What follows belongs to an exercise in optimizing a design on an open flow for small area, a short achievable clock period and few clock cycles; a production flow would make more cautious choices. RTL that was checked went through simulation tests only; none was proved equivalent to the original. The RTL of runs 6 and 7 was laid out without a check of its function. Power figures rest on the tool's default switching activity, not on a simulated workload.

`flow/flow/run.sh`:
```
#!/bin/bash
# Standard layout, with a plain buffer (buf_2) on every input and output port
# instead of the default port buffer cell.
export BUFFER_PORTS_ARGS="-buffer_cell sky130_fd_sc_hd__buf_2"
bash standard.sh > standard.log 2>&1
```
`flow/config.mk`:
```
export PLATFORM = sky130hd
export DESIGN_NAME = unsigned_division_magic_number_core
export DESIGN_NICKNAME = unsigned_division_magic_number_core
export VERILOG_FILES = /design/flow/design.v
export SDC_FILE = /design/flow/constraint.sdc
export NUM_CORES = 4
export LEC_CHECK = 0
export ABC_AREA = 1
export CAP_MARGIN = 20
export CORE_MARGIN = 2
export CORE_UTILIZATION = 40
export PLACE_DENSITY = 0.6
export SETUP_SLACK_MARGIN = 4.3
export SLEW_MARGIN = 20
```
`flow/constraint.sdc`:
```
create_clock -name core_clock -period 8.0 [get_ports {clk_i}]
set_input_delay 1.6000 -clock core_clock [delete_from_list [all_inputs] [get_ports {clk_i}]]
set_output_delay 1.6000 -clock core_clock [all_outputs]
set_load 0.01 [all_outputs]
```
`flow/design.v`:
```
`timescale 1ns / 1ps
`default_nettype none
package udm_pkg;
  localparam int unsigned WORD_W  = 32;
  localparam int unsigned SHIFT_W = 6;
endpackage
`default_nettype wire
`timescale 1ns / 1ps
`default_nettype none
import udm_pkg::*;
module unsigned_division_magic_number_core
(
  input  wire logic               clk_i,
  input  wire logic               rst_ni,
  input  wire logic               in_valid_i,
  output      logic               in_ready_o,
  input  wire logic [WORD_W-1:0]  in_divisor_i,
  output      logic               out_valid_o,
  input  wire logic               out_ready_i,
  output      logic [WORD_W-1:0]  out_magic_o,
  output      logic               out_add_needed_o,
  output      logic [SHIFT_W-1:0] out_shift_o,
  output      logic               out_is_power_of_two_o,
  output      logic               out_invalid_o
);
  logic st_idle_q, st_init_q, st_runa_q, st_runb_q, st_done_q, st_donef_q;
  logic [31:0] d_q;       
  logic [31:0] u_q;       
  logic [33:0] q2_q;      
  logic [5:0]  t_q;       
  logic [5:0]  tp_q;      
  logic [6:0]  k_q;       
  logic [31:0] nc_q;      
  logic [31:0] r1_q;      
  logic [30:0] q1_q;      
  logic        pow2_q;
  logic        inv_q;
  logic        start_in, start;
  logic [31:0] src;
  logic [31:0] sm;         
  logic [31:0] u_init;     
  logic [31:0] r_init;     
  logic [4:0]  msb;
  assign start_in = in_valid_i & (st_idle_q | (st_done_q & out_ready_i));
  assign start    = start_in | st_init_q;
  assign src      = st_init_q ? d_q : in_divisor_i;
  always_comb begin
    sm = src;
    for (int s = 1; s < 32; s = s * 2) begin
      for (int i = 0; i < 32; i++) begin
        if (i + s < 32) sm[i] = sm[i] | sm[i+s];
      end
    end
  end
  assign u_init = src & {1'b0, sm[31:1]};
  assign r_init = src & ~{1'b0, sm[31:1]};
  always_comb begin
    msb = '0;
    for (int i = 1; i < 32; i++) if (src[i]) msb = 5'(i);
  end
  logic [31:0] t_any, t_sev;
  logic        s_small, s_pow2, s_spec;
  always_comb begin
    t_any = d_q;
    t_sev = '0;
    for (int w = 16; w >= 1; w = w / 2) begin
      for (int i = 0; i < w; i++) begin
        t_sev[i] = t_sev[2*i] | t_sev[2*i+1] | (t_any[2*i] & t_any[2*i+1]);
        t_any[i] = t_any[2*i] | t_any[2*i+1];
      end
    end
  end
  assign s_small = (d_q[31:1] == '0);
  assign s_pow2  = ~t_sev[0];
  assign s_spec  = s_small | s_pow2;
  logic spec;
  assign spec = (d_q == 32'h8000_0001);
  logic [33:0] du;         
  logic        b;          
  logic [31:0] u_step;
  logic [33:0] d1;         
  logic        b1;
  logic [31:0] r1_step;
  logic        lt_hi, eq_hi, lt, eq, cont;
  logic        last_a;
  logic        shift_q2, shift_t;
  assign du     = {1'b0, u_q, 1'b0} - {2'b00, d_q};
  assign b      = du[33];
  assign u_step = b ? {u_q[30:0], 1'b0} : du[31:0];
  assign d1      = {1'b0, r1_q, 1'b0} - {2'b00, nc_q};
  assign b1      = ~d1[33];
  assign r1_step = b1 ? d1[31:0] : {r1_q[30:0], 1'b0};
  assign lt_hi = (q1_q < u_q[31:1]);
  assign eq_hi = (q1_q == u_q[31:1]);
  assign lt    = lt_hi | (eq_hi & ~b1 & u_q[0]);
  assign eq    = eq_hi & (b1 == u_q[0]);
  assign cont  = (k_q < 7'd63) & (lt | (eq & spec));
  assign last_a = st_runa_q & (k_q == 7'd31);
  assign shift_q2 = st_runa_q | st_runb_q;
  assign shift_t  = (st_runa_q & ~s_spec) | st_runb_q;
  always_ff @(posedge clk_i or negedge rst_ni) begin
    if (!rst_ni) begin
      st_idle_q  <= 1'b1;
      st_init_q  <= 1'b0;
      st_runa_q  <= 1'b0;
      st_runb_q  <= 1'b0;
      st_done_q  <= 1'b0;
      st_donef_q <= 1'b0;
    end else begin
      st_idle_q  <= (st_idle_q & ~in_valid_i) | (st_done_q & out_ready_i & ~in_valid_i);
      st_init_q  <= st_donef_q & out_ready_i;
      st_runa_q  <= start | (st_runa_q & (k_q != 7'd31) & ~s_spec);
      st_runb_q  <= (last_a & ~s_spec) | (st_runb_q & cont);
      st_done_q  <= (st_runa_q & s_spec) | (st_runb_q & ~cont) | (st_done_q & ~out_ready_i & ~in_valid_i);
      st_donef_q <= (st_done_q & ~out_ready_i & in_valid_i) | (st_donef_q & ~out_ready_i);
    end
  end
  always_ff @(posedge clk_i) begin
    if (st_idle_q || st_done_q) d_q <= in_divisor_i;
    if (start) u_q <= u_init;
    else       u_q <= u_step;
    if (start)         q2_q <= '0;
    else if (shift_q2) q2_q <= {q2_q[32:0], b};
    if (start) begin
      t_q  <= 6'd1;
      tp_q <= 6'd0;
    end else if (shift_t) begin
      t_q  <= b ? t_q + 6'd1 : 6'd1;
      tp_q <= t_q;
    end
    if (start) begin
      k_q <= {2'b00, msb};
    end else if ((st_runa_q && k_q != 7'd31 && !s_spec) || st_runb_q) begin
      k_q <= k_q + 7'd1;
    end
    if (start)       nc_q <= src;
    else if (last_a) nc_q <= ~r1_step;
    if (start)       r1_q <= r_init;
    else if (last_a) r1_q <= {~spec, 31'd0};
    else             r1_q <= r1_step;
    if (last_a) q1_q <= {30'd0, spec};
    else        q1_q <= {q1_q[29:0], b1};
    if (st_runa_q) begin
      inv_q  <= s_small;
      pow2_q <= ~s_small & s_pow2;
    end
  end
  assign in_ready_o            = st_idle_q | st_done_q;
  assign out_valid_o           = st_done_q | st_donef_q;
  logic [31:0] flip;
  always_comb begin
    for (int i = 0; i < 32; i++) flip[i] = (tp_q > 6'(i));
  end
  assign out_magic_o           = q2_q[32:1] ^ flip;
  assign out_add_needed_o      = q2_q[33] | (tp_q > 6'd32);
  assign out_shift_o           = {k_q[6], k_q[4:0]};
  assign out_is_power_of_two_o = pow2_q;
  assign out_invalid_o         = inv_q;
endmodule
`default_nettype wire
```
`flow/standard.sh`:
```
#!/bin/bash
# synth_recipe.tcl (not shown) runs the flow's synth.tcl, then flattens the netlist and writes it again
# the make line also repeats each setting of config.mk as NAME=value (left out here)
make -C /OpenROAD-flow-scripts/flow DESIGN_CONFIG=/design/flow/config.mk WORK_HOME=/design/flow/orfs CLKGATE_MAP_FILE= SYNTH_SCRIPT=/design/flow/synth_recipe.tcl "${@:-finish}"
```
==> results.yml, run 1 <==
synth:
  synth.cell_area_sq_um: 14300
  synth_edf_count: 71
  ys_dominant_reg_cell: "sky130_fd_sc_hd__dfxtp_1"
  post_synth.cell_area_avg_sq_um: 7.27
  post_synth_num_cell_types: 68
  synth_sequential_area_ratio: 0.359
  ys_seq_elements: 220
  synthCells: 1974
  postSynth.asyncResetShare: 0.0273
  synthesis.nets: 2107
  ys_warn_count: 1
die:
  fp.dieArea_sq_um: 37400
  initial_utilization: 0.404
  design.core.area_sq_um: 35500
  die_height_um: 193
  placement_rows: 69
  floorplan.io_pins: 79
  dieWidth_um: 193
critical_path:
  reg2reg_setup_slack_ns: 4.59
  cp_slowest_stage_delay_ns: 0.39
  worst_r2r_endpoint: "t_q[5]"
  critical_path.startpoint_type: "flip-flop"
  worst-r2r-cell-count: 12
  cp_top_family: "simple AND/OR/NAND/NOR gates"
  end_kind: "output port"
  cp_data_required_time_ns: 6.40
  worstPathBufferInverterCount: 2
  worst-endpoint-arrival_ns: 2.07
  timing.rr.start: "d_q[22]"
  ws_path_type: "flip-flop to output port"
  path_cells: "nor2_4 > inv_1 > nor2_1 > nand2_1 > xor2_1 > buf_2"
  worst-path-max-fanout: 7
  critical_path.slowest_cell: "sky130_fd_sc_hd__dfxtp_1"
power_and_ir_drop:
  leakage_nw: 7.63
  vdd_ir_drop_max_uv: 250
  pwr_density_cell_nw_per_um2: 482
  power_mw: 7.68
clock_tree:
  path_clk_slew_ns: 0.06
  clkLatencyLatePin_ns: 0.54
  tritoncts_num_sinks: 220
  ctsLongestPathBuffers: 3
  htree_num_levels: 1
  cts_tree: "done"
  cts-buffers-inserted: 25
  clk_root_buffer_cell: "sky130_fd_sc_hd__clkbuf_16"
layout:
  num_antenna_cells: 0
  final_core_util: 0.450
  most_common_library_cell_in_the_layout_ignoring_fill_and_taps: "sky130_fd_sc_hd__nand2_1"
  drive_above_1_share: 0.114
  final_nets: 2166
  most_frequent_cells_in_the_layout: "460 x sky130_fd_sc_hd__nand2_1, 292 x sky130_fd_sc_hd__inv_1, 178 x sky130_fd_sc_hd__nor2_1"
  areaGrowthSynthToFinish_pct: 11.2
placed_design:
  gp_congestion: 0.898
  hpwl_um: 31200
  detailedPlace.worstSlack_ns: 3.51
  placement.io_buffers: 78
timing:
  worstMarginPinSlew_ns: 1.05
  period_share: 0.459
  rsz0062_at_grt: "true"
  fmax_mhz: 272
  final-max-slew-violation-count: 0
  setup_ws_ns: 4.33
  finalHoldViolCount: 0
  fin_worst_skew_ns: 0.0307
  report.final.setup_viol: 0
  finalCriticalPeriod_ns: 3.67
  timing.hold.ws_ns: 0.417
  timing.max_slew.rel_slack: 0.293
  totalNegativeSetupSlack_ns: 0
global_routing:
  initial_antenna_violation_count: 0
  grt_max_degree: 66
  number_of_global_route_vias_before_repair: 12100
  overall_overflow_remaining_after_global_route: 0
  grt.total_usage: 0.208
  grt_pass1_wl_um: 63800
worst_hold_path:
  hold_path.startpoint: "q1_q[17]"
  holdPathStages: 2
  hold_class: "flip-flop to flip-flop"
  min_delay_worst_endpoint: "q1_q[18]"
detailed_routing:
  wl_per_cell_um: 16.0
  vias: 12800
  detailedRoute.firstIterationViolations: 896
  ant_nets: 0
  first_pass_iters: 5
  detailed_route_wl_um: 40100
  detail_route.drc_violations: 0
  viasPerCell: 5.11
flow_run:
  maxCapViolCount: 0
outcome:
  run_status: "complete, no violations"
layer usage:
metal	GRT usage	vias to the layer above	part of all wire
li1	-	6580	-
met1	0.306	5917	0.49
met2	0.325	288	0.43
met3	0.0223	50	0.048
met4	0.0520	0	0.024
met5	0	-	0
worst register-to-register path, cell delays in order, from the launching register on:
cell,delay [ns]
sky130_fd_sc_hd__edfxtp_1,0.38
sky130_fd_sc_hd__nor2_1,0.31
sky130_fd_sc_hd__nor2_1,0.07
sky130_fd_sc_hd__a2111oi_0,0.75
sky130_fd_sc_hd__nand4_1,0.21
sky130_fd_sc_hd__nor3_2,0.41
sky130_fd_sc_hd__nand2_1,0.18
sky130_fd_sc_hd__nand2_1,0.13
sky130_fd_sc_hd__nand2_1,0.31
sky130_fd_sc_hd__nand4_1,0.20
sky130_fd_sc_hd__or2_2,0.15
sky130_fd_sc_hd__nor3_1,0.05
sky130_fd_sc_hd__nor4_2,0.19
registers in the layout, indices dropped and copies added, names as in the netlist:
signal	count
st_runb_q	1
st_runa_q	1
st_idle_q	1
d_q	32
nc_q	32
q2_q	34
tp_q	6
pow2_q	1
inv_q	1
r1_q	32
u_q	32
k_q	7
st_done_q	1
st_init_q	1
q1_q	31
st_donef_q	1
t_q	6
metrics by stage:
step                      cells  instance area [sq um]
final                      2512                  16000
after global routing       2512                  16000
after CTS                  2508                  15800
after detailed placement   2463                  15000
after global placement     2463                  15000
after floorplan            1974                  14300
where the power goes:
part | internal [mW] | leakage, nW | switching, mW
sequential | 1.74 | 1.92 | 0.350
combinational | 1.68 | 5.33 | 2.82
clock | 0.634 | 0.374 | 0.467
total | 4.05 | 7.63 | 3.63
layout make-up:
cell class	instances	area, sq um
multi-input combinational	1378	7760
tap	461	577
clock buffer	36	697
fill	3569	19500
clock inverter	9	72.6
sequential	220	5150
inverter	320	1210
timing repair buffer	88	485
worst max-delay path by stage:
stage | startpoint | end | slack [ns] | cells past startpoint
6_report | tp_q[5] | out_magic_o[1] | 4.33 | 6
5_1_grt | tp_q[4] | out_magic_o[26] | 4.23 | 8
4_1_cts | tp_q[4] | out_magic_o[26] | 4.30 | 8
3_5_place_dp | out_ready_i | nc_q[4] | 3.51 | 8
3_3_place_gp | out_ready_i | nc_q[4] | 3.54 | 8
2_1_floorplan | out_ready_i | r1_q[20] | 4.31 | 8
synthesized netlist by cell type (all sizes together) (2+ instances only):
cell     instances  share of area
inv            319          0.084
o21bai          11         0.0065
dfxtp          143           0.20
nand2          480           0.13
a21o             4         0.0021
xor2            48          0.029
o32ai            2         0.0012
o21a             5         0.0026
o211ai           6         0.0031
a22o             2         0.0012
nand4           20         0.0098
ha              95          0.083
a31oi            9         0.0039
o21ai          161          0.062
or2              4         0.0017
o31ai            4         0.0021
dfrtp            5         0.0087
fa               2         0.0028
xnor2           28          0.017
a2111oi          4         0.0024
o22ai           30          0.014
clkbuf          26         0.0068
buf             32          0.017
a221oi           3         0.0018
nand3b           2         0.0010
nor3            29          0.011
a32o             4         0.0028
o221ai           2         0.0012
edfxtp          71           0.15
nor2           191          0.054
a21oi          151          0.055
and3             2        0.00087
a211oi           2         0.0010
nor4             9         0.0044
a21boi           6         0.0044
nand3           55          0.020
kinds of logic (layout without fill, tap and decap cells):
group | after synthesis | in the layout | synth area share
buf+inv | 378 | 453 | 0.108
compound gates | 409 | 410 | 0.169
fa+ha+maj | 97 | 97 | 0.0856
flops | 220 | 220 | 0.359
xor+xnor | 76 | 76 | 0.0464
simple gates | 794 | 795 | 0.233
timing repair:
action                                  4_1_cts  5_1_grt
pin swaps                                     0        6
gates cloned                                  0        2
endpoints found under the setup margin      127       83
gates resized for setup                       8       20
hold buffers                                  0        0
setup buffers                                 0        2
Testbench counts, summed over its fixed seeds: cycles 37,331.
==> run 2, diff against run 1 <==
--- a/flow/config.mk
+++ b/flow/config.mk
@@ -10,4 +10,4 @@
 export CORE_MARGIN = 2
-export CORE_UTILIZATION = 40
-export PLACE_DENSITY = 0.6
+export CORE_UTILIZATION = 55
+export PLACE_DENSITY = 0.7
 export SETUP_SLACK_MARGIN = 4.3
==> results.yml, run 2 <==
timing:
  report.final.setup_viol: 0
  final-max-slew-violation-count: 0
  finalCriticalPeriod_ns: 3.57
  period_share: 0.447
  timing.hold.ws_ns: 0.439
  fin_worst_skew_ns: 0.0135
  finalHoldViolCount: 0
  timing.max_slew.rel_slack: 0.361
  totalNegativeSetupSlack_ns: 0
  setup_ws_ns: 4.43
  worstMarginPinSlew_ns: 0.958
  fmax_mhz: 280
  rsz0062_at_grt: "true"
layout:
  areaGrowthSynthToFinish_pct: 10.7
  largest-register: "q2_q"
  final_nets: 2171
  num_antenna_cells: 0
  drive_above_1_share: 0.118
  layout.cell_area.non_filler_sq_um: 15900
  largest_reg_flops: 34
  most_frequent_cells_in_the_layout: "464 x sky130_fd_sc_hd__nand2_1, 293 x sky130_fd_sc_hd__inv_1, 175 x sky130_fd_sc_hd__nor2_1"
  most_common_library_cell_in_the_layout_ignoring_fill_and_taps: "sky130_fd_sc_hd__nand2_1"
die:
  design.core.area_sq_um: 25800
  dieWidth_um: 166
  placement_rows: 59
  fp.dieArea_sq_um: 27400
  floorplan.io_pins: 79
  die_height_um: 166
  initial_utilization: 0.555
global_routing:
  grt.total_usage: 0.285
  number_of_global_route_vias_before_repair: 11900
  initial_antenna_violation_count: 1
  grt_pass1_wl_um: 61600
  grt_max_degree: 66
  overall_overflow_remaining_after_global_route: 0
synth:
  synthCells: 1974
  count_leader_synth: "sky130_fd_sc_hd__nand2_1"
  ys_warn_count: 1
  post_synth_num_cell_types: 68
  synth_common_cells: "464 x sky130_fd_sc_hd__nand2_1, 295 x sky130_fd_sc_hd__inv_1, 183 x sky130_fd_sc_hd__nor2_1"
  post_synth.cell_area_avg_sq_um: 7.27
  synthesis.nets: 2107
  postSynth.asyncResetShare: 0.0273
  ys_dominant_reg_cell: "sky130_fd_sc_hd__dfxtp_1"
  synth_edf_count: 71
  synth_sequential_area_ratio: 0.359
  synth.cell_area_sq_um: 14300
  synth_top_area_share: 0.200
  synthTopCellsByArea: "sky130_fd_sc_hd__dfxtp_1 20%, sky130_fd_sc_hd__edfxtp_1 15%, sky130_fd_sc_hd__nand2_1 12%, sky130_fd_sc_hd__ha_1 8.3%, sky130_fd_sc_hd__inv_1 7.7%"
  synthDominantAreaCellType: "sky130_fd_sc_hd__dfxtp_1"
  ys_seq_elements: 220
detailed_routing:
  detailed_route_wl_um: 39200
  detail_route.drc_violations: 0
  met2_wirelength_um: 16800
  detailedRoute.firstIterationViolations: 1243
  maxUsedRoutingLayer: "met5"
  wl_per_cell_um: 16.4
  viasPerCell: 5.44
  vias: 13000
  first_pass_iters: 6
  ant_nets: 0
  routedLengthMet1_um: 18600
  met3WireLength_um: 2800
placed_design:
  post_dp_cell_area_sq_um: 14900
  placement.io_buffers: 78
  detailedPlace.worstSlack_ns: 3.59
  gp_congestion: 0.952
  hpwl_um: 29800
clock_tree:
  htree_num_levels: 1
  tritoncts_num_sinks: 220
  clk_root_buffer_cell: "sky130_fd_sc_hd__clkbuf_16"
  ctsLongestPathBuffers: 3
  holdBufCountCts: 0
  cts-buffers-inserted: 26
  clkLatencyLatePin_ns: 0.54
  cts_tree: "done"
  path_clk_slew_ns: 0.06
worst_hold_path:
  hold_path.startpoint: "q1_q[4]"
  holdPathStages: 2
  hold_class: "flip-flop to flip-flop"
  min_delay_worst_endpoint: "q1_q[5]"
critical_path:
  cp_data_required_time_ns: 6.40
  worst-r2r-cell-count: 25
  reg2reg_setup_slack_ns: 4.53
  end_kind: "output port"
  worst-endpoint-arrival_ns: 1.97
  ws_path_type: "flip-flop to output port"
  timing.rr.start: "d_q[1]"
  worst_r2r_endpoint: "u_q[28]"
  critical_path.startpoint_type: "flip-flop"
  worst-path-max-fanout: 7
power_and_ir_drop:
  power_mw: 7.76
  leakage_nw: 7.69
  vdd_ir_drop_max_uv: 260
  pwr_density_cell_nw_per_um2: 489
flow_run:
  maxCapViolCount: 0
outcome:
  run_status: "complete, no violations"
run 2: metrics by stage:
| stage | util | std cells |
|---|---|---|
| 2_1_floorplan | - | 1974 |
| 3_3_place_gp | 0.577 | 2339 |
| 3_5_place_dp | 0.577 | 2339 |
| 4_1_cts | 0.612 | 2388 |
| 5_1_grt | 0.615 | 2393 |
| 6_report | 0.615 | 2393 |
run 2: logic make-up after synthesis:
family | share of synthesized area
AO/OA/AOI/OAI | 0.169
XOR/XNOR | 0.0464
adder cells (fa/ha/maj) | 0.0856
buffers and inverters | 0.108
flip-flops | 0.359
AND/OR/NAND/NOR | 0.233
run 2: per-layer routing:
layer	vias to the layer above	GRT usage
met5	-	0
met4	2	0.0697
met3	66	0.0365
met2	410	0.435
met1	5975	0.427
li1	6574	-
run 2: worst max-delay path, cell delays in order (launching register included):
cell and delay [ns]:
sky130_fd_sc_hd__dfxtp_1 0.38, sky130_fd_sc_hd__nor2_4 0.21, sky130_fd_sc_hd__inv_1 0.13, sky130_fd_sc_hd__nor2_1 0.30, sky130_fd_sc_hd__nand2_1 0.12, sky130_fd_sc_hd__xor2_1 0.16
sky130_fd_sc_hd__buf_2 0.14
run 2: worst max-delay path by stage:
stage | startpoint | endpoint | slack [ns] | cells after the start
after floorplan | out_ready_i | r1_q[20] | 4.31 | 8
after global placement | out_ready_i | nc_q[27] | 3.60 | 8
after detailed placement | out_ready_i | r1_q[12] | 3.59 | 9
after CTS | out_ready_i | u_q[15] | 4.31 | 8
after global routing | tp_q[5] | out_magic_o[0] | 4.28 | 6
final | tp_q[5] | out_magic_o[0] | 4.43 | 6
run 2: repair_timing:
item                       4_1_cts  5_1_grt
resized for setup                8       15
cloned                           1        1
buffers inserted                 0        4
pin swaps                        1        1
setup endpoints to repair      103      111
run 2: cell type report:
class	instances	area [sq um]
Fill cell	2372	9960
Multi-Input combinational cell	1378	7720
Sequential cell	220	5150
Inverter	320	1210
Clock buffer	33	748
Timing Repair Buffer	92	515
Tap cell	335	419
Clock inverter	15	120
run 2: power by group:
part           switching [mW]  total, mW  internal, mW
combinational            2.80       4.49          1.69
clock                   0.489       1.18         0.695
sequential              0.344       2.08          1.74
total                    3.64       7.76          4.12
==> run 3, diff against run 2 <==
==> flow/flow/run.sh (replaced) <==
#!/bin/bash
# Standard layout, with a plain buffer (buf_2) on every input and output port
# instead of the default port buffer cell, and a clock tree of clkbuf_8 leaves
# without dummy loads.
export BUFFER_PORTS_ARGS="-buffer_cell sky130_fd_sc_hd__buf_2"
export CTS_ARGS="-sink_clustering_enable -repair_clock_nets -dont_use_dummy_load -sink_clustering_size 20 -sink_clustering_max_diameter 60 -buf_list sky130_fd_sc_hd__clkbuf_8"
bash standard.sh > standard.log 2>&1
==> results.yml, run 3 <==
outcome:
  run_status: "complete, no violations"
layout:
  fillers: 2440
  largest-register: "q2_q"
  most_frequent_cells_in_the_layout: "464 x sky130_fd_sc_hd__nand2_1, 293 x sky130_fd_sc_hd__inv_1, 175 x sky130_fd_sc_hd__nor2_1"
  areaGrowthSynthToFinish_pct: 6.92
  final_nets: 2170
  num_antenna_cells: 0
  largest_reg_flops: 34
  drive_above_1_share: 0.110
  most_common_library_cell_in_the_layout_ignoring_fill_and_taps: "sky130_fd_sc_hd__nand2_1"
critical_path:
  timing.critical_path.from: "tp_q[4]"
  end_kind: "output port"
  cp_slowest_stage_delay_ns: 0.40
  critical_path.startpoint_type: "flip-flop"
  ws_path_type: "flip-flop to output port"
  worstPathBufferInverterCount: 2
  worst-r2r-cell-count: 24
  critical_path.slowest_cell: "sky130_fd_sc_hd__dfxtp_2"
  crit_path_depth: 6
  worst-endpoint-arrival_ns: 1.99
  cp_data_required_time_ns: 6.40
  path_cells: "inv_1 > nor2_2 > nand3_1 > o21ai_0 > xor2_1 > buf_2"
  worst-path-max-fanout: 5
  cp_top_family: "flip-flops"
  timing.rr.start: "u_q[1]"
power_and_ir_drop:
  pwr_density_cell_nw_per_um2: 467
  leakage_nw: 7.43
  vdd_ir_drop_max_uv: 224
  power_mw: 7.16
global_routing:
  grt_util_met3: 0.0357
  grt_pass1_wl_um: 60800
  number_of_global_route_vias_before_repair: 11800
  grt.met2_usage: 0.424
  grt.total_usage: 0.281
  grt_max_degree: 66
  overall_overflow_remaining_after_global_route: 0
  initial_antenna_violation_count: 0
  busiest_layer: "met1"
  gr_util_met1: 0.426
detailed_routing:
  vias: 12900
  detailedRoute.firstIterationViolations: 1215
  first_pass_iters: 6
  viasPerCell: 5.45
  ant_nets: 0
  detailed_route_wl_um: 38600
  wl_per_cell_um: 16.3
  detail_route.drc_violations: 0
die:
  initial_utilization: 0.555
  fp.dieArea_sq_um: 27400
  dieWidth_um: 166
  placement_rows: 59
  die_height_um: 166
  design.core.area_sq_um: 25800
  floorplan.io_pins: 79
synth:
  count_leader_synth: "sky130_fd_sc_hd__nand2_1"
  post_synth_num_cell_types: 68
  synth_common_cells: "464 x sky130_fd_sc_hd__nand2_1, 295 x sky130_fd_sc_hd__inv_1, 183 x sky130_fd_sc_hd__nor2_1"
  post_synth.cell_area_avg_sq_um: 7.27
  synth_top_area_share: 0.200
  synth_sequential_area_ratio: 0.359
  ys_seq_elements: 220
  synthesis.nets: 2107
  synthTopCellsByArea: "sky130_fd_sc_hd__dfxtp_1 20%, sky130_fd_sc_hd__edfxtp_1 15%, sky130_fd_sc_hd__nand2_1 12%, sky130_fd_sc_hd__ha_1 8.3%, sky130_fd_sc_hd__inv_1 7.7%"
  ys_dominant_reg_cell: "sky130_fd_sc_hd__dfxtp_1"
  synth.cell_area_sq_um: 14300
  synth_edf_count: 71
  postSynth.asyncResetShare: 0.0273
  synthDominantAreaCellType: "sky130_fd_sc_hd__dfxtp_1"
  synthCells: 1974
  ys_warn_count: 1
placed_design:
  placement.io_buffers: 78
  gp_congestion: 0.952
  hpwl_um: 29800
timing:
  finalHoldViolCount: 0
  fmax_mhz: 279
  fin_worst_skew_ns: 0.0808
  totalNegativeSetupSlack_ns: 0
  timing.max_slew.rel_slack: 0.343
  finalCriticalPeriod_ns: 3.59
  rsz0062_at_grt: "true"
  final-max-slew-violation-count: 0
  worstMarginPinSlew_ns: 0.976
  report.final.setup_viol: 0
  period_share: 0.448
clock_tree:
  cts-buffers-inserted: 21
  htree_num_levels: 1
  clkLatencyLatePin_ns: 0.57
  tritoncts_num_sinks: 220
  clk_root_buffer_cell: "sky130_fd_sc_hd__clkbuf_8"
  cts_tree: "done"
  ctsLongestPathBuffers: 3
  path_clk_slew_ns: 0.10
flow_run:
  maxCapViolCount: 0
worst_hold_path:
  holdPathStages: 2
  hold_class: "flip-flop to flip-flop"
  hold_path.startpoint: "q1_q[16]"
-- run 3: cell counts after synthesis --
No cell type changed its count.
-- run 3: tightest hold or removal path: stages, from the launching register on --
cell and delay [ns]:
sky130_fd_sc_hd__dfxtp_1 0.31, sky130_fd_sc_hd__nand2_1 0.06, sky130_fd_sc_hd__inv_1 0.03
-- run 3: repair_timing --
item | 4_1_cts | 5_1_grt
hold buffers | 0 | 0
resized for setup | 7 | 14
cloned | 1 | 1
setup endpoints to repair | 102 | 102
pin swaps | 1 | 2
buffers inserted | 0 | 8
-- run 3: kinds of logic after synthesis --
| group | Yosys count | share of synthesized area |
|---|---|---|
| AOI/OAI and AO/OA | 409 | 0.169 |
| xor gates and xnor gates | 76 | 0.0464 |
| adders and majority gates | 97 | 0.0856 |
| buffers and inverters | 378 | 0.108 |
| DFF | 220 | 0.359 |
| and+or+nand+nor | 794 | 0.233 |
-- run 3: final cells by class --
class / count / area (sq um) / area share
multi-input combinational: 1378 / 7720 / 0.503
sequential: 220 / 5150 / 0.336
inverter: 320 / 1210 / 0.0786
timing repair buffer: 96 / 554 / 0.0361
tap: 335 / 419 / 0.0273
clock buffer: 21 / 289 / 0.0188
-- run 3: path summary, 6_finish.rpt --
kind,end,slack [ns]
min in group asynchronous,st_runa_q,0.84
min reg2reg,q1_q[17],0.38
max,out_magic_o[28],4.41
min,q1_q[17],0.38
max reg2reg,t_q[5],4.57
max in group asynchronous,st_idle_q,6.94
-- run 3: report_power, final --
part,internal [mW],switching (mW)
combinational,1.70,2.78
clock,0.234,0.369
sequential,1.73,0.345
total,3.67,3.49
-- run 3: metrics by stage --
step                      hold WS (ns)  instances  area (sq um)   util  worst slack [ns]
after floorplan                  0.413       1974         14300      -              4.31
after global placement           0.429       2339         14900  0.577              3.60
after detailed placement         0.432       2339         14900  0.577              3.59
after CTS                        0.383       2361         15200  0.589              4.30
after global routing             0.405       2370         15300  0.594              4.20
final                            0.381       2370         15300  0.594              4.41
-- run 3: layer usage --
layer | vias to the layer above | routed length, um | share of wire
met4 | 0 | 948 | 0.025
met1 | 5862 | 18500 | 0.48
met5 | - | 0 | 0
met2 | 434 | 16300 | 0.42
met3 | 58 | 2820 | 0.073
li1 | 6557 | - | -
==> run 4, diff against run 3 <==
--- a/flow/config.mk
+++ b/flow/config.mk
@@ -12,3 +12,3 @@
 export PLACE_DENSITY = 0.7
-export SETUP_SLACK_MARGIN = 4.3
+export SETUP_SLACK_MARGIN = 4.6
 export SLEW_MARGIN = 20
==> results.yml, run 4 <==
outcome:
  run_status: "complete, no violations"
clock_tree:
  cts-buffers-inserted: 24
  htree_num_levels: 1
  clk_root_buffer_cell: "sky130_fd_sc_hd__clkbuf_8"
  cts_tree: "done"
  tritoncts_num_sinks: 220
  clkLatencyLatePin_ns: 0.57
  path_clk_slew_ns: 0.10
  ctsLongestPathBuffers: 3
global_routing:
  number_of_global_route_vias_before_repair: 11900
  initial_antenna_violation_count: 0
  grt_pass1_wl_um: 61400
  busiest_layer: "met2"
  grt.met2_usage: 0.429
  gr_util_met1: 0.427
  grt.total_usage: 0.285
  grt_max_degree: 66
  grt_util_met3: 0.0415
  overall_overflow_remaining_after_global_route: 0
worst_hold_path:
  hold_class: "flip-flop to flip-flop"
  holdPathStages: 2
die:
  floorplan.io_pins: 79
  fp.dieArea_sq_um: 27400
  initial_utilization: 0.555
  design.core.area_sq_um: 25800
  dieWidth_um: 166
  die_height_um: 166
  placement_rows: 59
detailed_routing:
  viasPerCell: 5.46
  wl_per_cell_um: 16.8
  ant_nets: 0
  first_pass_iters: 6
  detailedRoute.firstIterationViolations: 1230
  vias: 13200
  detailed_route_wl_um: 40500
  detail_route.drc_violations: 0
layout:
  layout.cell_area.non_filler_sq_um: 16100
  num_antenna_cells: 0
  fillers: 2338
  final_nets: 2213
  final_core_util: 0.624
  multi_input_area_sq_um: 8020
  largest-register: "q2_q"
  most_common_library_cell_in_the_layout_ignoring_fill_and_taps: "sky130_fd_sc_hd__nand2_1"
  areaGrowthSynthToFinish_pct: 12.5
  largest_reg_flops: 34
  sequential_cell_area_sq_um: 5170
  most_frequent_cells_in_the_layout: "446 x sky130_fd_sc_hd__nand2_1, 284 x sky130_fd_sc_hd__inv_1, 172 x sky130_fd_sc_hd__nor2_1"
  drive_above_1_share: 0.156
critical_path:
  cp_slowest_stage_delay_ns: 0.42
  path_cells: "clkinvlp_4 > buf_6 > nand2_4 > buf_4 > xor2_1 > buf_2"
  ws_path_type: "flip-flop to output port"
  critical_path.slowest_cell: "sky130_fd_sc_hd__dfxtp_4"
  cp_data_required_time_ns: 6.40
  worst-endpoint-arrival_ns: 1.88
  end_kind: "output port"
  worst-r2r-cell-count: 20
  critical_path.startpoint_type: "flip-flop"
  worst-path-max-fanout: 8
synth:
  ys_warn_count: 1
  ys_dominant_reg_cell: "sky130_fd_sc_hd__dfxtp_1"
  postSynth.asyncResetShare: 0.0273
  synthTopCellsByArea: "sky130_fd_sc_hd__dfxtp_1 20%, sky130_fd_sc_hd__edfxtp_1 15%, sky130_fd_sc_hd__nand2_1 12%, sky130_fd_sc_hd__ha_1 8.3%, sky130_fd_sc_hd__inv_1 7.7%"
  synth.cell_area_sq_um: 14300
  synthDominantAreaCellType: "sky130_fd_sc_hd__dfxtp_1"
  synthCells: 1974
  synth_sequential_area_ratio: 0.359
  synthesis.nets: 2107
  synth_common_cells: "464 x sky130_fd_sc_hd__nand2_1, 295 x sky130_fd_sc_hd__inv_1, 183 x sky130_fd_sc_hd__nor2_1"
  synth_edf_count: 71
  post_synth.cell_area_avg_sq_um: 7.27
  count_leader_synth: "sky130_fd_sc_hd__nand2_1"
  synth_top_area_share: 0.200
  ys_seq_elements: 220
  post_synth_num_cell_types: 68
timing:
  fin_worst_skew_ns: 0.0535
  final-max-slew-violation-count: 0
  rsz0062_at_grt: "true"
  period_share: 0.435
  setup_ws_ns: 4.52
  finalHoldViolCount: 0
  totalNegativeSetupSlack_ns: 0
  report.final.setup_viol: 0
  fmax_mhz: 288
  timing.max_slew.rel_slack: 0.373
  worstMarginPinSlew_ns: 0.932
  finalCriticalPeriod_ns: 3.48
power_and_ir_drop:
  power_mw: 7.62
  pwr_density_cell_nw_per_um2: 472
  vdd_ir_drop_max_uv: 252
  leakage_nw: 7.74
placed_design:
  gp_congestion: 0.955
  placement.io_buffers: 78
  detailedPlace.worstSlack_ns: 3.10
  hpwl_um: 29800
  post_dp_cell_area_sq_um: 14900
flow_run:
  maxCapViolCount: 0
run 4: changes by cell type in the layout (fill, tap and decap cells not counted), moves of 6 or more:
cell / change
sky130_fd_sc_hd__buf_4: +31
sky130_fd_sc_hd__buf_6: +6
sky130_fd_sc_hd__inv_1: -9
sky130_fd_sc_hd__nand2_1: -18
sky130_fd_sc_hd__nand2_2: +15
sky130_fd_sc_hd__nor2_2: -6
sky130_fd_sc_hd__nor2_4: +9
sky130_fd_sc_hd__o21ai_0: -15
sky130_fd_sc_hd__o21ai_4: +6
run 4: what timing repair did:
item	in CTS	in global routing
buffers inserted	3	42
gates cloned	2	2
gates resized for setup	45	101
setup endpoints to repair	150	71
hold buffers	0	0
pin swaps	4	29
run 4: per-layer routing:
metal	wire length, um	vias up
met5	0	-
met4	1270	0
met3	2680	75
met2	17400	405
met1	19100	6052
li1	-	6647
run 4: power by group:
part / leakage (nW) / internal (mW) / switching, mW
logic: 5.64 / 1.91 / 2.95
registers: 1.92 / 1.74 / 0.359
clock network: 0.173 / 0.267 / 0.386
total: 7.74 / 3.92 / 3.70
run 4: worst paths after layout:
kind,start,to,slack [ns]
worst max-delay path,tp_q[5],out_magic_o[23],4.52
worst min-delay path,q1_q[17],q1_q[18],0.38
worst max register to register,d_q[1],u_q[26],4.76
worst min register to register,q1_q[17],q1_q[18],0.38
max in group asynchronous,rst_ni,st_idle_q,6.94
min in group asynchronous,rst_ni,st_runa_q,0.84
run 4: area by class of cell:
type / count / share of cell area
multi-input cells: 1378 / 0.497
inverters: 320 / 0.0765
clock buffers: 24 / 0.0205
well taps: 335 / 0.0260
repair buffers: 136 / 0.0596
flip-flops and latches: 220 / 0.320
run 4: kinds of logic after synthesis:
| group | Yosys count | synth area share |
|---|---|---|
| adders and majority gates | 97 | 0.0856 |
| AOI/OAI and AO/OA | 409 | 0.169 |
| and+or+nand+nor | 794 | 0.233 |
| buffers and inverters | 378 | 0.108 |
| xor gates and xnor gates | 76 | 0.0464 |
| DFF | 220 | 0.359 |
run 4: worst max-delay path, delay by kind of cell (launching register included):
kind / cells / cell delay [ns]
flops: 1 / 0.42
buf+inv: 4 / 0.67
simple gates: 1 / 0.07
xor+xnor: 1 / 0.16
run 4: stage by stage:
stage | instances | hold WS, ns
floorplan | 1974 | 0.413
global placement | 2340 | 0.428
detailed placement | 2340 | 0.431
CTS | 2369 | 0.379
global route | 2413 | 0.407
finish | 2413 | 0.382
==> run 5, diff against run 4 <==
--- a/flow/config.mk
+++ b/flow/config.mk
@@ -10,5 +10,5 @@
 export CORE_MARGIN = 2
-export CORE_UTILIZATION = 55
-export PLACE_DENSITY = 0.7
-export SETUP_SLACK_MARGIN = 4.6
+export CORE_UTILIZATION = 40
+export PLACE_DENSITY = 0.6
+export SETUP_SLACK_MARGIN = 4.3
 export SLEW_MARGIN = 20
==> results.yml, run 5 <==
outcome:
  run_status: "complete, no violations"
timing:
  rsz0062_at_grt: "false"
  report.final.setup_viol: 0
  totalNegativeSetupSlack_ns: 0
  timing.max_slew.rel_slack: 0.253
  period_share: 0.446
  fin_worst_skew_ns: 0.0670
  fmax_mhz: 280
  timing.hold.ws_ns: 0.385
  worstMarginPinSlew_ns: 1.11
  final-max-slew-violation-count: 0
  finalHoldViolCount: 0
  finalCriticalPeriod_ns: 3.57
clock_tree:
  holdBufCountCts: 0
  ctsLongestPathBuffers: 3
  path_clk_slew_ns: 0.09
  htree_num_levels: 1
  clk_root_buffer_cell: "sky130_fd_sc_hd__clkbuf_8"
  cts-buffers-inserted: 23
  cts_tree: "done"
  clkLatencyLatePin_ns: 0.59
  tritoncts_num_sinks: 220
critical_path:
  worst-endpoint-arrival_ns: 1.97
  cp_data_required_time_ns: 6.40
  end_kind: "output port"
  ws_path_type: "flip-flop to output port"
  worst-path-max-fanout: 5
  critical_path.startpoint_type: "flip-flop"
synth:
  synthesis.nets: 2107
  synthDominantAreaCellType: "sky130_fd_sc_hd__dfxtp_1"
  synth_sequential_area_ratio: 0.359
  post_synth.cell_area_avg_sq_um: 7.27
  count_leader_synth: "sky130_fd_sc_hd__nand2_1"
  synth.cell_area_sq_um: 14300
  postSynth.asyncResetShare: 0.0273
  ys_seq_elements: 220
  synth_edf_count: 71
  synth_top_area_share: 0.200
  synth_common_cells: "464 x sky130_fd_sc_hd__nand2_1, 295 x sky130_fd_sc_hd__inv_1, 183 x sky130_fd_sc_hd__nor2_1"
  ys_warn_count: 1
  synthTopCellsByArea: "sky130_fd_sc_hd__dfxtp_1 20%, sky130_fd_sc_hd__edfxtp_1 15%, sky130_fd_sc_hd__nand2_1 12%, sky130_fd_sc_hd__ha_1 8.3%, sky130_fd_sc_hd__inv_1 7.7%"
  post_synth_num_cell_types: 68
  ys_dominant_reg_cell: "sky130_fd_sc_hd__dfxtp_1"
  synthCells: 1974
global_routing:
  grt_max_degree: 66
  grt.total_usage: 0.208
  grt_pass1_wl_um: 63400
  number_of_global_route_vias_before_repair: 12100
  overall_overflow_remaining_after_global_route: 0
  initial_antenna_violation_count: 0
layout:
  largest_reg_flops: 34
  num_antenna_cells: 0
  fillers: 3615
  most_frequent_cells_in_the_layout: "462 x sky130_fd_sc_hd__nand2_1, 293 x sky130_fd_sc_hd__inv_1, 175 x sky130_fd_sc_hd__nor2_1"
  drive_above_1_share: 0.111
  multi_input_area_sq_um: 7750
  final_nets: 2166
  most_common_library_cell_in_the_layout_ignoring_fill_and_taps: "sky130_fd_sc_hd__nand2_1"
  largest-register: "q2_q"
  sequential_cell_area_sq_um: 5150
  areaGrowthSynthToFinish_pct: 7.96
power_and_ir_drop:
  vdd_ir_drop_max_uv: 253
  leakage_nw: 7.42
  pwr_density_cell_nw_per_um2: 467
  power_mw: 7.24
die:
  fp.dieArea_sq_um: 37400
  initial_utilization: 0.404
  die_height_um: 193
  floorplan.io_pins: 79
  design.core.area_sq_um: 35500
  dieWidth_um: 193
  placement_rows: 69
detailed_routing:
  viasPerCell: 5.11
  detailedRoute.firstIterationViolations: 841
  vias: 12700
  detailed_route_wl_um: 40000
  detail_route.drc_violations: 0
  ant_nets: 0
  wl_per_cell_um: 16.0
  first_pass_iters: 5
flow_run:
  maxCapViolCount: 0
placed_design:
  gp_congestion: 0.898
  hpwl_um: 31200
  placement.io_buffers: 78
worst_hold_path:
  hold_class: "flip-flop to flip-flop"
## run 5: cell types whose count changed in the layout (fill, tap and decap cells not counted), sizes merged
cell / change
a21oi: -1
inv: +4
clkinv: -1
nand2: +1
clkinvlp: -3
clkbuf: -3
buf: -44
## run 5: where the power goes
part           internal, mW  total [mW]  switching (mW)
Combinational          1.69        4.51            2.82
Clock                 0.255       0.639           0.384
Sequential             1.74        2.09           0.354
Total                  3.68        7.24            3.56
## run 5: logic make-up after synthesis
kind of cell	after synthesis	share of synthesized area
flops	220	0.359
simple gates	794	0.233
buf+inv	378	0.108
xor+xnor	76	0.0464
compound gates	409	0.169
fa+ha+maj	97	0.0856
## run 5: final cells by class
| type | instances | area share |
|---|---|---|
| Clock buffer | 23 | 0.0204 |
| Sequential cell | 220 | 0.333 |
| Timing Repair Buffer | 90 | 0.0313 |
| Inverter | 320 | 0.0780 |
| Tap cell | 461 | 0.0372 |
| Multi-Input combinational cell | 1378 | 0.500 |
## run 5: metrics by stage
| step | utilization | instance area, sq um | instances | setup WS [ns] |
|---|---|---|---|---|
| finish | 0.437 | 15500 | 2492 | 4.43 |
| global route | 0.437 | 15500 | 2492 | 4.29 |
| CTS | 0.434 | 15400 | 2486 | 4.29 |
| detailed placement | 0.424 | 15000 | 2463 | 3.51 |
| global placement | 0.424 | 15000 | 2463 | 3.54 |
| floorplan | - | 14300 | 1974 | 4.31 |
## run 5: what timing repair did
action,in CTS,in global routing
resized for setup,9,17
pin swaps,0,3
setup endpoints to repair,132,136
gates cloned,0,2
buffers inserted,0,4
## run 5: critical path, stage by stage, from the launching register on
cell and delay (ns):
sky130_fd_sc_hd__dfxtp_2 0.40, sky130_fd_sc_hd__inv_1 0.08, sky130_fd_sc_hd__nor2_2 0.17, sky130_fd_sc_hd__nand3_2 0.13, sky130_fd_sc_hd__o21ai_0 0.21, sky130_fd_sc_hd__xor2_1 0.23, sky130_fd_sc_hd__buf_2 0.17
## run 5: layer usage
layer,vias to the layer above,GRT usage,share of wire
met5,-,0,0
met4,0,0.0630,0.029
met3,56,0.0227,0.046
met2,290,0.320,0.43
met1,5829,0.306,0.50
li1,6551,-,-
## run 5: final timing paths
check                                   to  cells after the start  startpoint  slack, ns
max in group asynchronous        st_idle_q                      1      rst_ni       6.96
min in group asynchronous       st_donef_q                      1      rst_ni       0.82
max reg2reg                         t_q[5]                     12      d_q[3]       4.51
min reg2reg                       q1_q[18]                      2    q1_q[17]       0.38
max                        out_magic_o[29]                      6     tp_q[4]       4.43
min                               q1_q[18]                      2    q1_q[17]       0.38
==> run 6, diff against run 5 <==
--- a/flow/design.v
+++ b/flow/design.v
@@ -85,3 +85,3 @@
   logic        last_a;
-  logic        shift_q2, shift_t;
+  logic        running, shift_q2, shift_t;
   assign du     = {1'b0, u_q, 1'b0} - {2'b00, d_q};
@@ -98,2 +98,3 @@
   assign last_a = st_runa_q & (k_q == 7'd31);
+  assign running  = st_runa_q | st_runb_q;
   assign shift_q2 = st_runa_q | st_runb_q;
@@ -119,4 +120,4 @@
     if (st_idle_q || st_done_q) d_q <= in_divisor_i;
-    if (start) u_q <= u_init;
-    else       u_q <= u_step;
+    if (!running) u_q <= u_init;
+    else          u_q <= u_step;
     if (start)         q2_q <= '0;
@@ -135,5 +136,5 @@
     end
-    if (start)       nc_q <= src;
+    if (!running)    nc_q <= src;
     else if (last_a) nc_q <= ~r1_step;
-    if (start)       r1_q <= r_init;
+    if (!running)    r1_q <= r_init;
     else if (last_a) r1_q <= {~spec, 31'd0};
==> results.yml, run 6 <==
timing:
  timing.max_slew.rel_slack: 0.398
  totalNegativeSetupSlack_ns: 0
  setup_ws_ns: 4.31
  finalCriticalPeriod_ns: 3.69
  period_share: 0.462
  report.final.setup_viol: 0
  fin_worst_skew_ns: 0.0510
  rsz0062_at_grt: "true"
  fmax_mhz: 271
  worstMarginPinSlew_ns: 0.902
  final-max-slew-violation-count: 0
  finalHoldViolCount: 0
synth:
  ys_seq_elements: 220
  synth_top_area_share: 0.207
  synth_sequential_area_ratio: 0.373
  post_synth_num_cell_types: 57
  synth_edf_count: 71
  synthesis.nets: 2022
  synth.cell_area_sq_um: 13800
  synthCells: 1889
  post_synth.cell_area_avg_sq_um: 7.31
  ys_dominant_reg_cell: "sky130_fd_sc_hd__dfxtp_1"
  synthTopCellsByArea: "sky130_fd_sc_hd__dfxtp_1 21%, sky130_fd_sc_hd__edfxtp_1 15%, sky130_fd_sc_hd__nand2_1 11%, sky130_fd_sc_hd__ha_1 8.6%, sky130_fd_sc_hd__inv_1 8.2%"
  synthDominantAreaCellType: "sky130_fd_sc_hd__dfxtp_1"
  count_leader_synth: "sky130_fd_sc_hd__nand2_1"
  postSynth.asyncResetShare: 0.0273
  ys_warn_count: 1
  synth_common_cells: "411 x sky130_fd_sc_hd__nand2_1, 300 x sky130_fd_sc_hd__inv_1, 187 x sky130_fd_sc_hd__nor2_1"
power_and_ir_drop:
  share_comb_of_total_power: 0.648
  leakage_nw: 7.31
  pwr_density_cell_nw_per_um2: 486
  net-switching-power_mw: 3.79
  power.internal_mw: 3.79
  power_switching_share: 0.500
  vdd_ir_drop_max_uv: 261
  pwr-share-clk: 0.074
  seq_power_share: 0.279
critical_path:
  worst-endpoint-arrival_ns: 4.11
  ws_path_type: "input pin to flip-flop"
  worst-path-max-fanout: 2
  critical_path.startpoint_type: "input pin"
  cp_slowest_stage_delay_ns: 0.15
  end_kind: "flip-flop"
  cp_common_cell: "sky130_fd_sc_hd__buf_4"
  cp_data_required_time_ns: 8.42
  critical_path.slowest_cell: "sky130_fd_sc_hd__o21ai_4"
die:
  fp.dieArea_sq_um: 36000
  dieWidth_um: 190
  die_height_um: 190
  floorplan.io_pins: 79
  placement_rows: 68
  design.core.area_sq_um: 34300
  initial_utilization: 0.403
placed_design:
  placed_cells: 2378
  gp_congestion: 0.925
  hpwl_um: 30400
  placement.io_buffers: 78
  detailedPlace.worstSlack_ns: 3.64
layout:
  most_frequent_cells_in_the_layout: "401 x sky130_fd_sc_hd__nand2_1, 299 x sky130_fd_sc_hd__inv_1, 177 x sky130_fd_sc_hd__nor2_1"
  fillers: 3450
  most_common_library_cell_in_the_layout_ignoring_fill_and_taps: "sky130_fd_sc_hd__nand2_1"
  final_nets: 2132
  largest-register: "q2_q"
  final_core_util: 0.455
  num_antenna_cells: 0
  drive_above_1_share: 0.125
  areaGrowthSynthToFinish_pct: 12.9
  largest_reg_flops: 34
  final_cells: 2452
flow_run:
  maxCapViolCount: 0
clock_tree:
  clk_root_buffer_cell: "sky130_fd_sc_hd__clkbuf_8"
  cts_tree: "done"
  holdBufCountCts: 0
  cts-buffers-inserted: 17
  clkLatencyLatePin_ns: 0.55
  ctsLongestPathBuffers: 3
  htree_num_levels: 1
  path_clk_slew_ns: 0.11
  tritoncts_num_sinks: 220
global_routing:
  initial_antenna_violation_count: 0
  grt_max_degree: 65
  grt_pass1_wl_um: 63800
  grt.total_usage: 0.221
  overall_overflow_remaining_after_global_route: 0
  number_of_global_route_vias_before_repair: 12200
detailed_routing:
  ant_nets: 0
  wl_per_cell_um: 16.4
  vias: 12700
  first_pass_iters: 5
  viasPerCell: 5.16
  detailedRoute.firstIterationViolations: 957
  detailed_route_wl_um: 40100
  detail_route.drc_violations: 0
outcome:
  run_status: "complete, no violations"
worst_hold_path:
  hold_class: "flip-flop to flip-flop"
## run 6: cell types whose count changed in the layout (fill, tap and decap cells not counted), sizes merged, moves of 6 or more
cell | before | now
clkbuf | 23 | 17
o221ai | 2 | 16
xnor2 | 28 | 37
nor3 | 29 | 19
o21ai | 161 | 151
buf | 90 | 144
nand3 | 55 | 36
o21bai | 11 | 4
o211ai | 6 | 15
o22ai | 30 | 22
nand2 | 481 | 412
nor2 | 191 | 200
nand4 | 20 | 12
a22oi | 0 | 8
## run 6: final timing paths
kind	start	to	slack (ns)	cells past startpoint
max	in_divisor_i[30]	u_q[18]	4.31	30
min	q1_q[2]	q1_q[3]	0.42	2
max in group asynchronous	rst_ni	st_idle_q	6.91	1
max reg2reg	st_init_q	u_q[18]	4.47	31
min reg2reg	q1_q[2]	q1_q[3]	0.42	2
min in group asynchronous	rst_ni	st_init_q	0.87	1
## run 6: kinds of logic (layout without fill, tap and decap cells)
| family | Yosys count | count (layout) | share of synthesized area |
|---|---|---|---|
| xor+xnor | 88 | 88 | 0.0558 |
| simple gates | 699 | 700 | 0.208 |
| compound gates | 408 | 408 | 0.169 |
| mux | 1 | 1 | 0.000725 |
| buf+inv | 376 | 483 | 0.105 |
| fa+ha+maj | 97 | 97 | 0.0890 |
| flops | 220 | 220 | 0.373 |
## run 6: power groups by stage
stage | logic [mW] | registers, mW | clock network [mW]
floorplan | 3.45 | 2.00 | 0
global placement | 4.58 | 2.11 | 0
detailed placement | 4.63 | 2.12 | 0
CTS | 4.72 | 2.10 | 0.573
global route | 5.53 | 2.17 | 0.610
finish | 4.91 | 2.11 | 0.557
## run 6: timing repair
| action | in CTS | in global routing |
|---|---|---|
| pin swaps | 10 | 20 |
| buffers inserted | 39 | 17 |
| setup endpoints to repair | 80 | 93 |
| resized for setup | 20 | 56 |
| cloned | 1 | 0 |
## run 6: worst max-delay path: cells and delay by family
kind                   cells  cell delay, ns
buffers and inverters     18            1.39
and+or+nand+nor           10            0.88
AOI/OAI and AO/OA          2            0.23
## run 6: layout make-up
type / instances / area, sq um / area share
multi-input combinational: 1294 / 7440 / 0.477
sequential: 220 / 5160 / 0.331
inverter: 322 / 1220 / 0.0785
timing repair buffer: 144 / 962 / 0.0617
tap: 455 / 569 / 0.0365
clock buffer: 17 / 234 / 0.0150
## run 6: stage by stage
| step | power, mW | cell area, sq um | hold slack, ns |
|---|---|---|---|
| 2_1_floorplan | 5.45 | 13800 | 0.413 |
| 3_3_place_gp | 6.70 | 14600 | 0.422 |
| 3_5_place_dp | 6.75 | 14600 | 0.429 |
| 4_1_cts | 7.39 | 15200 | 0.418 |
| 5_1_grt | 8.31 | 15600 | 0.459 |
| 6_report | 7.58 | 15600 | 0.421 |
## run 6: per-layer routing
| layer | part of all wire | global-route usage | routed length, um |
|---|---|---|---|
| met5 | 0 | 0 | 0 |
| met4 | 0.017 | 0.0444 | 686 |
| met3 | 0.055 | 0.0218 | 2220 |
| met2 | 0.46 | 0.374 | 18300 |
| met1 | 0.47 | 0.309 | 18900 |
==> run 7, diff against run 6 <==
--- a/flow/config.mk
+++ b/flow/config.mk
@@ -8,3 +8,3 @@
 export ABC_AREA = 1
-export CAP_MARGIN = 20
+export CAP_MARGIN = 5
 export CORE_MARGIN = 2
@@ -13,2 +13,2 @@
 export SETUP_SLACK_MARGIN = 4.3
-export SLEW_MARGIN = 20
+export SLEW_MARGIN = 5
==> results.yml, run 7 <==
outcome:
  run_status: "complete, no violations"
synth:
  ys_seq_elements: 220
  synth_top_area_share: 0.207
  ys_dominant_reg_cell: "sky130_fd_sc_hd__dfxtp_1"
  synth_sequential_area_ratio: 0.373
  synth_mux_area_frac: 0.000725
  synth_common_cells: "411 x sky130_fd_sc_hd__nand2_1, 300 x sky130_fd_sc_hd__inv_1, 187 x sky130_fd_sc_hd__nor2_1"
  post_synth.cell_area_avg_sq_um: 7.31
  synth_adder_area_share: 0.0890
  synthCells: 1889
  synth_simple_gate_area_frac: 0.208
  synth-xor-area-share: 0.0558
  main_combinational_cell_family_by_area_after_synthesis: "simple AND/OR/NAND/NOR gates"
  postSynth.asyncResetShare: 0.0273
  synth_compound_gate_area_share: 0.169
  ys_warn_count: 1
  synth_edf_count: 71
  post_synth_num_cell_types: 57
  synth.cell_area_sq_um: 13800
  synthDominantAreaCellType: "sky130_fd_sc_hd__dfxtp_1"
  count_leader_synth: "sky130_fd_sc_hd__nand2_1"
  synthTopCellsByArea: "sky130_fd_sc_hd__dfxtp_1 21%, sky130_fd_sc_hd__edfxtp_1 15%, sky130_fd_sc_hd__nand2_1 11%, sky130_fd_sc_hd__ha_1 8.6%, sky130_fd_sc_hd__inv_1 8.2%"
  synthesis.nets: 2022
critical_path:
  ws_path_type: "input pin to flip-flop"
  end_kind: "flip-flop"
  cp_data_required_time_ns: 8.42
  worst-path-max-fanout: 2
  worst_r2r_endpoint: "u_q[18]"
  reg2reg_setup_slack_ns: 4.47
  timing.rr.start: "st_init_q"
  critical_path.slowest_cell: "sky130_fd_sc_hd__o21ai_4"
  worst-endpoint-arrival_ns: 4.11
  cp_slowest_stage_delay_ns: 0.15
  cp_common_cell: "sky130_fd_sc_hd__buf_4"
  critical_path.startpoint_type: "input pin"
  worst-r2r-cell-count: 31
global_routing:
  overall_overflow_remaining_after_global_route: 0
  grt.total_usage: 0.221
  number_of_global_route_vias_before_repair: 12200
  grt_max_degree: 65
  grt_pass1_wl_um: 63800
  initial_antenna_violation_count: 0
detailed_routing:
  maxUsedRoutingLayer: "met4"
  wl_per_cell_um: 16.4
  vias: 12700
  met3WireLength_um: 2220
  detailed_route_wl_um: 40100
  detail_route.drc_violations: 0
  viasPerCell: 5.16
  met2_wirelength_um: 18300
  first_pass_iters: 5
  detailedRoute.firstIterationViolations: 957
  ant_nets: 0
  routedLengthMet1_um: 18900
worst_hold_path:
  hold_path.startpoint: "q1_q[2]"
  hold_class: "flip-flop to flip-flop"
  holdPathStages: 2
  min_delay_worst_endpoint: "q1_q[3]"
flow_run:
  maxCapViolCount: 0
timing:
  final-max-slew-violation-count: 0
  rsz0062_at_grt: "true"
  finalCriticalPeriod_ns: 3.69
  finalHoldViolCount: 0
  timing.max_slew.rel_slack: 0.398
  period_share: 0.462
  fin_worst_skew_ns: 0.0510
  worstMarginPinSlew_ns: 0.902
  report.final.setup_viol: 0
  setup_ws_ns: 4.31
  totalNegativeSetupSlack_ns: 0
  fmax_mhz: 271
  timing.hold.ws_ns: 0.421
die:
  design.core.area_sq_um: 34300
  placement_rows: 68
  initial_utilization: 0.403
  dieWidth_um: 190
  fp.dieArea_sq_um: 36000
  die_height_um: 190
  floorplan.io_pins: 79
power_and_ir_drop:
  pwr_density_cell_nw_per_um2: 486
  leakage_nw: 7.31
  vdd_ir_drop_max_uv: 261
layout:
  largest-register: "q2_q"
  final_core_util: 0.455
  final_nets: 2132
  most_common_library_cell_in_the_layout_ignoring_fill_and_taps: "sky130_fd_sc_hd__nand2_1"
  largest_reg_flops: 34
  num_antenna_cells: 0
  most_frequent_cells_in_the_layout: "401 x sky130_fd_sc_hd__nand2_1, 299 x sky130_fd_sc_hd__inv_1, 177 x sky130_fd_sc_hd__nor2_1"
  drive_above_1_share: 0.125
  areaGrowthSynthToFinish_pct: 12.9
placed_design:
  placement.io_buffers: 78
  hpwl_um: 30400
  detailedPlace.worstSlack_ns: 3.64
  gp_congestion: 0.925
clock_tree:
  cts_tree: "done"
  clkLatencyLatePin_ns: 0.55
  htree_num_levels: 1
  tritoncts_num_sinks: 220
  path_clk_slew_ns: 0.11
  holdBufCountCts: 0
  cts-buffers-inserted: 17
  ctsLongestPathBuffers: 3
  clk_root_buffer_cell: "sky130_fd_sc_hd__clkbuf_8"
-- run 7: metrics by stage --
stage | instances | instance area (sq um) | power (mW)
4_1_cts | 2435 | 15200 | 7.39
6_report | 2452 | 15600 | 7.58
2_1_floorplan | 1889 | 13800 | 5.45
5_1_grt | 2452 | 15600 | 8.31
3_5_place_dp | 2378 | 14600 | 6.75
3_3_place_gp | 2378 | 14600 | 6.70
-- run 7: cell families after synthesis --
kind of cell,count (synthesis)
AO/OA/AOI/OAI,408
XOR/XNOR,88
adder cells (fa/ha/maj),97
buffers and inverters,376
flip-flops,220
multiplexers,1
AND/OR/NAND/NOR,699
-- run 7: worst max path at each step --
stage	from	end	slack, ns	cells after the start
2_1_floorplan	in_divisor_i[30]	u_q[2]	4.14	28
3_3_place_gp	in_divisor_i[30]	u_q[0]	3.65	27
3_5_place_dp	in_divisor_i[30]	u_q[2]	3.64	29
4_1_cts	in_divisor_i[29]	u_q[4]	4.30	25
5_1_grt	in_divisor_i[30]	u_q[2]	4.16	29
6_report	in_divisor_i[30]	u_q[18]	4.31	30
-- run 7: critical path, delay by kind of cell --
kind	cells	cell delay (ns)
AOI/OAI and AO/OA	2	0.23
buffers and inverters	18	1.39
and+or+nand+nor	10	0.88
-- run 7: cell type report --
type	count	area, sq um
Clock buffer	17	234
Fill cell	3450	18700
Inverter	322	1220
Multi-Input combinational cell	1294	7440
Sequential cell	220	5160
Tap cell	455	569
Timing Repair Buffer	144	962
-- run 7: repair_timing --
item	CTS	global route
setup buffers	39	17
pin swaps	10	20
gates cloned	1	0
setup endpoints to repair	80	93
gates resized for setup	20	56
-- run 7: layer usage --
metal / vias to the layer above / GRT usage
met3: 51 / 0.0218
met1: 5898 / 0.309
met5: - / 0
met4: 0 / 0.0444
met2: 350 / 0.374
li1: 6363 / -
-- run 7: power by group --
| part | total (mW) | internal [mW] | leakage [nW] | switching [mW] |
|---|---|---|---|---|
| clock network | 0.557 | 0.192 | 0.122 | 0.365 |
| registers | 2.11 | 1.77 | 1.94 | 0.340 |
| logic | 4.91 | 1.83 | 5.25 | 3.09 |
==> run 8, diff against run 7 <==
--- a/flow/design.v
+++ b/flow/design.v
@@ -30,3 +30,2 @@
   logic [5:0]  t_q;       
-  logic [5:0]  tp_q;      
   logic [6:0]  k_q;       
@@ -85,3 +84,3 @@
   logic        last_a;
-  logic        running, shift_q2, shift_t;
+  logic        running, shift_q2;
   assign du     = {1'b0, u_q, 1'b0} - {2'b00, d_q};
@@ -100,3 +99,2 @@
   assign shift_q2 = st_runa_q | st_runb_q;
-  assign shift_t  = (st_runa_q & ~s_spec) | st_runb_q;
   always_ff @(posedge clk_i or negedge rst_ni) begin
@@ -124,9 +122,5 @@
     else if (shift_q2) q2_q <= {q2_q[32:0], b};
-    if (start) begin
-      t_q  <= 6'd1;
-      tp_q <= 6'd0;
-    end else if (shift_t) begin
-      t_q  <= b ? t_q + 6'd1 : 6'd1;
-      tp_q <= t_q;
-    end
+    if (start)          t_q <= 6'd1;
+    else if (st_runa_q && s_spec) t_q <= 6'd0;
+    else if (shift_q2)  t_q <= q2_q[0] ? t_q + 6'd1 : 6'd1;
     if (start) begin
@@ -152,6 +146,6 @@
   always_comb begin
-    for (int i = 0; i < 32; i++) flip[i] = (tp_q > 6'(i));
+    for (int i = 0; i < 32; i++) flip[i] = (t_q > 6'(i));
   end
   assign out_magic_o           = q2_q[32:1] ^ flip;
-  assign out_add_needed_o      = q2_q[33] | (tp_q > 6'd32);
+  assign out_add_needed_o      = q2_q[33] | (t_q > 6'd32);
   assign out_shift_o           = {k_q[6], k_q[4:0]};
--- a/flow/config.mk
+++ b/flow/config.mk
@@ -8,3 +8,3 @@
 export ABC_AREA = 1
-export CAP_MARGIN = 5
+export CAP_MARGIN = 20
 export CORE_MARGIN = 2
@@ -13,2 +13,2 @@
 export SETUP_SLACK_MARGIN = 4.3
-export SLEW_MARGIN = 5
+export SLEW_MARGIN = 20
==> results.yml, run 8 <==
power_and_ir_drop:
  pwr-share-clk: 0.086
  seq_power_share: 0.290
  power.internal_mw: 3.62
  vdd_ir_drop_max_uv: 232
  net-switching-power_mw: 3.54
synth:
  synth_edf_count: 71
  post_synth.cell_area_avg_sq_um: 7.30
  ys_warn_count: 1
  count_leader_synth: "sky130_fd_sc_hd__nand2_1"
  post_synth_num_cell_types: 61
  synthesis.nets: 2025
  synth_common_cells: "405 x sky130_fd_sc_hd__nand2_1, 300 x sky130_fd_sc_hd__inv_1, 216 x sky130_fd_sc_hd__nor2_1"
  synthTopCellsByArea: "sky130_fd_sc_hd__dfxtp_1 20%, sky130_fd_sc_hd__edfxtp_1 15%, sky130_fd_sc_hd__nand2_1 11%, sky130_fd_sc_hd__ha_1 8.9%, sky130_fd_sc_hd__inv_1 8.2%"
  synthCells: 1889
  synth_sequential_area_ratio: 0.365
  postSynth.asyncResetShare: 0.0280
timing:
  worstMarginPinSlew_ns: 0.926
  report.final.setup_viol: 0
  finalHoldViolCount: 0
  period_share: 0.456
  setup_ws_ns: 4.35
  fmax_mhz: 274
  final-max-slew-violation-count: 0
critical_path:
  crit_path_depth: 7
  path_cells: "inv_4 > ha_2 > inv_1 > nor2_1 > a21oi_1 > xor2_1 > buf_2"
  timing.critical_path.from: "t_q[1]"
  cp_slowest_stage_delay_ns: 0.39
  ws_path_type: "flip-flop to output port"
  critical_path.slowest_cell: "sky130_fd_sc_hd__dfxtp_4"
  cp_data_required_time_ns: 6.40
  worst-path-max-fanout: 6
  cp_top_family: "flip-flops"
  worst-endpoint-arrival_ns: 2.05
  worst-r2r-cell-count: 21
layout:
  largest_reg_flops: 34
  largest-register: "q2_q"
  final_nets: 2103
  fillers: 3492
  sequential_cell_area_sq_um: 5050
  drive_above_1_share: 0.121
  num_antenna_cells: 0
  most_common_library_cell_in_the_layout_ignoring_fill_and_taps: "sky130_fd_sc_hd__nand2_1"
  areaGrowthSynthToFinish_pct: 10.6
  most_frequent_cells_in_the_layout: "399 x sky130_fd_sc_hd__nand2_1, 294 x sky130_fd_sc_hd__inv_1, 205 x sky130_fd_sc_hd__nor2_1"
detailed_routing:
  detailedRoute.firstIterationViolations: 732
  detailed_route_wl_um: 40200
  viasPerCell: 5.05
  first_pass_iters: 5
  wl_per_cell_um: 16.7
  ant_nets: 0
placed_design:
  gp_congestion: 0.901
  detailedPlace.worstSlack_ns: 3.84
  hpwl_um: 31700
outcome:
  run_status: "complete, no violations"
clock_tree:
  clk_root_buffer_cell: "sky130_fd_sc_hd__clkbuf_8"
  ctsLongestPathBuffers: 3
  htree_num_levels: 1
  holdBufCountCts: 0
  cts-buffers-inserted: 22
die:
  die_height_um: 190
  design.core.area_sq_um: 33700
  floorplan.io_pins: 79
  placement_rows: 67
  fp.dieArea_sq_um: 36000
worst_hold_path:
  hold_class: "flip-flop to flip-flop"
  holdPathStages: 2
  hold_path.startpoint: "q1_q[0]"
global_routing:
  grt_pass1_wl_um: 63900
  number_of_global_route_vias_before_repair: 12000
  grt_max_degree: 65
flow_run:
  maxCapViolCount: 0
-- run 8: cell types whose count changed after synthesis, sizes merged, moves of 3 or more --
| cell | delta |
|---|---|
| a2111oi | +5 |
| a21oi | -17 |
| a22o | -3 |
| a31oi | +4 |
| buf | +9 |
| clkbuf | -10 |
| dfxtp | -6 |
| ha | +3 |
| inv | +4 |
| nor2 | +31 |
| nor3 | -4 |
| o221ai | -4 |
| o22ai | +5 |
-- run 8: final cells by class --
type	instances	share of cell area
Tap cell	448	0.0368
Inverter	325	0.0810
Timing Repair inverter	1	0.000328
Timing Repair Buffer	106	0.0410
Clock buffer	22	0.0199
Multi-Input combinational cell	1297	0.490
Sequential cell	214	0.331
-- run 8: layer usage --
metal | track usage | vias up | wire (um)
li1 | - | 6283 | -
met1 | 0.313 | 5538 | 19100
met2 | 0.353 | 281 | 17300
met3 | 0.0352 | 76 | 2320
met4 | 0.0775 | 4 | 1400
met5 | 0 | - | 27
-- run 8: timing repair --
item / CTS / global route
setup buffers: 4 / 15
endpoints found under the setup margin: 52 / 59
pin swaps: 3 / 6
gates cloned: 0 / 1
gates resized for setup: 37 / 47
-- run 8: power by group through the flow --
| stage | Combinational, mW | Sequential, mW | Clock [mW] |
|---|---|---|---|
| after global routing | 5.11 | 2.13 | 0.673 |
| after CTS | 4.37 | 2.07 | 0.635 |
| final | 4.47 | 2.08 | 0.616 |
| after global placement | 4.27 | 2.08 | 0 |
| after floorplan | 3.28 | 1.94 | 0 |
| after detailed placement | 4.30 | 2.08 | 0 |
-- run 8: cell families (layout without fill, tap and decap cells) --
family,after synthesis,in the layout,synth area share
and+or+nand+nor,721,721,0.214
buffers and inverters,378,454,0.109
muxes,1,1,0.000726
adders and majority gates,100,100,0.0919
xor gates and xnor gates,85,85,0.0540
DFF,214,214,0.365
AOI/OAI and AO/OA,390,390,0.166
-- run 8: path summary, 6_finish.rpt --
path,end,slack (ns)
worst max register to register,nc_q[19],4.61
worst max-delay path,out_magic_o[29],4.35
max in group asynchronous,st_idle_q,6.97
min in group asynchronous,st_runb_q,0.81
worst min register to register,q1_q[1],0.40
worst min-delay path,q1_q[1],0.40
-- run 8: through the flow --
stage                     instances  power (mW)  cell area [sq um]
after global placement         2371        6.35              14500
final                          2413        7.16              15200
after global routing           2413        7.91              15200
after CTS                      2397        7.07              15000
after floorplan                1889        5.22              13800
after detailed placement       2371        6.39              14500
-- run 8: tightest hold or removal path, cell delays in order, from the launching register on --
cell	delay (ns)
sky130_fd_sc_hd__dfxtp_1	0.32
sky130_fd_sc_hd__nand2_1	0.06
sky130_fd_sc_hd__inv_1	0.03
Testbench counts of run 8, summed over its fixed seeds: cycles 37,331.

Re-timed with assumed drivers on the ports (clkbuf_16 on the clock, buf_2 on other inputs), run 8 has 4.306 ns of setup slack against 4.349 ns with ideal ports, and 3.907 ns once port delays also move by the mid clock arrival of 0.581 ns.
